This design comes from an exercise in tuning for small area, a short achievable clock period and few clock cycles per item on the open sky130 flow, not from production work.
Only simulation tests tie the RTL to the original design; equivalence was not proved. No driver is modelled on the clock port, so clocking that relies on it looks cheaper here than on a real chip.

## intra4x4_pred_engine
module intra4x4_pred_engine #(
    parameter int PIX_W    = 8,
    parameter int BLK_COLS = 64,
    parameter int BLK_ROWS = 64,
    parameter int ADDR_W   = 14
) (
    input  logic                     clk,
    input  logic                     rst_n,
    input  logic                     start,
    input  logic [1:0]               mode_cfg,
    output logic                     fetch_req,
    output logic [ADDR_W-1:0]        fetch_addr,
    input  logic                     fetch_valid,
    input  logic [4*PIX_W-1:0]       fetch_data,
    output logic                     res_valid,
    input  logic                     res_ready,
    output logic [16*(PIX_W+1)-1:0]  res_data,
    output logic [1:0]               res_mode,
    output logic [PIX_W+3:0]         res_sad,
    output logic                     busy,
    output logic                     frame_done
);
    localparam int RES_W = PIX_W + 1;
    localparam int SAD_W = PIX_W + 4;
    localparam int ROW_W = 4 * PIX_W;
    localparam int COL_W = $clog2(BLK_COLS);
    localparam int BR_W  = $clog2(BLK_ROWS);
    localparam int CNT_W = BR_W + COL_W + 2;           
    localparam int NROWS = BLK_ROWS * BLK_COLS * 4;    
    localparam int RING  = BLK_COLS * 4;               
    localparam int LAG_W = $clog2(RING);
    localparam int WTAP  = 9;                          
    logic               running;        
    logic               idle;           
    logic               nreq;           
    logic               nvalid;         
    logic [1:0]         mode_q;
    logic [CNT_W-1:0]   fcnt;           
    logic               flast;          
    logic               fdone;          
    logic [CNT_W:0]     ecnt;           
    logic [LAG_W-1:0]   lag;            
    logic               lagz;           
    logic               lastres;        
    logic [ROW_W-1:0]   fifo [2];
    logic               wptr, rptr;
    logic [2:0]         fcount, fcount_n;   
    logic               fnz;            
    logic               to_x;           
    logic               from_f;         
    logic               xfer, ev, pop, hs;
    logic [1:0]         er;             
  ...
export LEC_CHECK = 0
export CAP_MARGIN = 20
export CORE_MARGIN = 2
export CORE_UTILIZATION = 60
export SLEW_MARGIN = 20
create_clock -name core_clock -period 20.0 [get_ports {clk}]
standard.sh (not shown) runs the stock make flow with config.mk's settings and CLKGATE_MAP_FILE= SYNTH_SCRIPT=/design/flow/synth_recipe.tcl, a recipe that flattens the netlist after the stock synthesis.
==> flow/flow/run.sh <==
#!/bin/bash
# Standard ORFS layout with a larger setup repair margin, no CTS dummy loads, larger sink clusters.
bash standard.sh SETUP_SLACK_MARGIN=14.6 "CTS_ARGS=-sink_clustering_enable -repair_clock_nets -dont_use_dummy_load -sink_clustering_size 20 -sink_clustering_max_diameter 60 -buf_list sky130_fd_sc_hd__clkbuf_8 -root_buf sky130_fd_sc_hd__clkbuf_16" finish > standard.log 2>&1
Testbench counts at the start, summed over its fixed seeds: cycles 262,256, blocks 65,536.
Rerun with:
==> flow/flow/run.sh (replaced) <==
#!/bin/bash
# Standard ORFS layout with a larger setup repair margin, no CTS dummy loads, clkbuf_8 sink clusters.
bash standard.sh SETUP_SLACK_MARGIN=14.8 "CTS_ARGS=-sink_clustering_enable -repair_clock_nets -dont_use_dummy_load -sink_clustering_size 16 -sink_clustering_max_diameter 50 -buf_list sky130_fd_sc_hd__clkbuf_8 -root_buf sky130_fd_sc_hd__clkbuf_16" finish > standard.log 2>&1
What happened: The new run completed with no timing, DRC or antenna violations; die area does not change; register-to-register slack is better by 0.15 ns; core utilization climbs by 0.49 points; count of clock-buffer cells in the layout climbs by 40; routed wire length is about the same.
Rerun with:
==> flow/flow/run.sh (replaced) <==
#!/bin/bash
# Standard ORFS layout with a larger setup repair margin, no CTS dummy loads, clkbuf_8 sink clusters.
bash standard.sh SETUP_SLACK_MARGIN=14.6 "CTS_ARGS=-sink_clustering_enable -repair_clock_nets -dont_use_dummy_load -sink_clustering_size 16 -sink_clustering_max_diameter 50 -buf_list sky130_fd_sc_hd__clkbuf_8 -root_buf sky130_fd_sc_hd__clkbuf_16" finish > standard.log 2>&1
--- a/flow/config.mk
+++ b/flow/config.mk
@@ -9,3 +9,3 @@
 export CORE_MARGIN = 2
-export CORE_UTILIZATION = 60
+export CORE_UTILIZATION = 70
 export SLEW_MARGIN = 20
Non-clock buffer count is lower by 11.
Core utilization is higher by 11 points.
Synthesized area stays the same.
Fmax is lower by 3.2%.
Critical path depth is unchanged.
Clock-buffer cell count is lower by 5.
Worst setup slack is worse by 0.18 ns.
Via count is higher by 0.51%.
Hold slack is worse by 0.016 ns.
Rerun with:
==> flow/flow/run.sh (replaced) <==
#!/bin/bash
# Standard ORFS layout with a larger setup repair margin, no CTS dummy loads, larger sink clusters.
bash standard.sh SETUP_SLACK_MARGIN=14.6 "CTS_ARGS=-sink_clustering_enable -repair_clock_nets -dont_use_dummy_load -sink_clustering_size 30 -sink_clustering_max_diameter 80" finish > standard.log 2>&1
--- a/flow/config.mk
+++ b/flow/config.mk
@@ -9,3 +9,3 @@
 export CORE_MARGIN = 2
-export CORE_UTILIZATION = 70
+export CORE_UTILIZATION = 60
 export SLEW_MARGIN = 20
Effect: Count of clock-buffer cells in the layout goes down by 100. Die area is higher by about a fifth. Sequential cell count stays the same. Maximum frequency is higher slightly. Non-clock buffer count drops by 6. Setup slack improves by 0.084 ns.
Rerun with:
--- a/flow/config.mk
+++ b/flow/config.mk
@@ -9,3 +9,3 @@
 export CORE_MARGIN = 2
-export CORE_UTILIZATION = 60
+export CORE_UTILIZATION = 40
 export SLEW_MARGIN = 20
Critical path depth stays the same. Flip-flop and latch count is unchanged. Design area climbs by 1.8%. Worst hold slack is worse by 0.019 ns. Sequential share of layout area falls by 1.3 points. Setup slack loses 0.0057 ns.
Rerun with:
==> flow/flow/run.sh (replaced) <==
#!/bin/bash
# Standard ORFS layout with a larger setup repair margin, no CTS dummy loads, clkbuf_8 sink clusters.
bash standard.sh SETUP_SLACK_MARGIN=14.6 "CTS_ARGS=-sink_clustering_enable -repair_clock_nets -dont_use_dummy_load -sink_clustering_size 20 -sink_clustering_max_diameter 45 -buf_list sky130_fd_sc_hd__clkbuf_8 -root_buf sky130_fd_sc_hd__clkbuf_16" finish > standard.log 2>&1
--- a/flow/config.mk
+++ b/flow/config.mk
@@ -9,3 +9,3 @@
 export CORE_MARGIN = 2
-export CORE_UTILIZATION = 40
+export CORE_UTILIZATION = 60
 export SLEW_MARGIN = 20
What happened: The changed run passed the timing, DRC and antenna checks; cell area went down by about 2%; routed wire length came out lower by about 6.4%; via count came out lower by 1.1%; non-clock buffer count fell by 3; critical path depth stays the same; global-route usage came out higher by 5.5 points; setup slack improved by 0.052 ns; clock-buffer cell count increases by 67; clock skew came out higher by 0.0086 ns.

port drivers added, routing unchanged:
Ports are ideal in the flow. The routed layouts listed here were re-timed in OpenROAD. Step 1, drivers: a clkbuf_16 drives clk and a buf_2 each remaining input, both assumed. Step 2 times the ports against the registers' clock, not the clock port: input delays grow and output delays shrink by t, the midpoint of the rising clock arrivals with the driver on. Slacks: ideal ports / drivers / drivers and shift; pairs: ideal ports / drivers.
run	t, ns	slack for setup (ns)	latest minus earliest clock arrival (ns)	worst register clock-pin slew, ns	pins driven straight from the clock port
the first run	0.784	14.679 / 14.605 / 14.265	0.146 / 0.146	0.12 / 0.12	1
the second run	0.798	14.705 / 14.628 / 14.216	0.115 / 0.115	0.10 / 0.10	1
the third run	0.809	14.528 / 14.454 / 14.023	0.105 / 0.105	0.10 / 0.10	1
the fourth run	0.770	14.613 / 14.540 / 14.274	0.082 / 0.081	0.12 / 0.12	1
the fifth run	0.835	14.607 / 14.529 / 13.982	0.101 / 0.101	0.11 / 0.11	1
the sixth run	0.798	14.659 / 14.581 / 14.288	0.106 / 0.106	0.11 / 0.11	1
After both steps setup and hold are still met in every run listed. The setup slack of the fifth run, which loses most, moves by -0.078 ns with the drivers and by -0.625 ns with both steps.
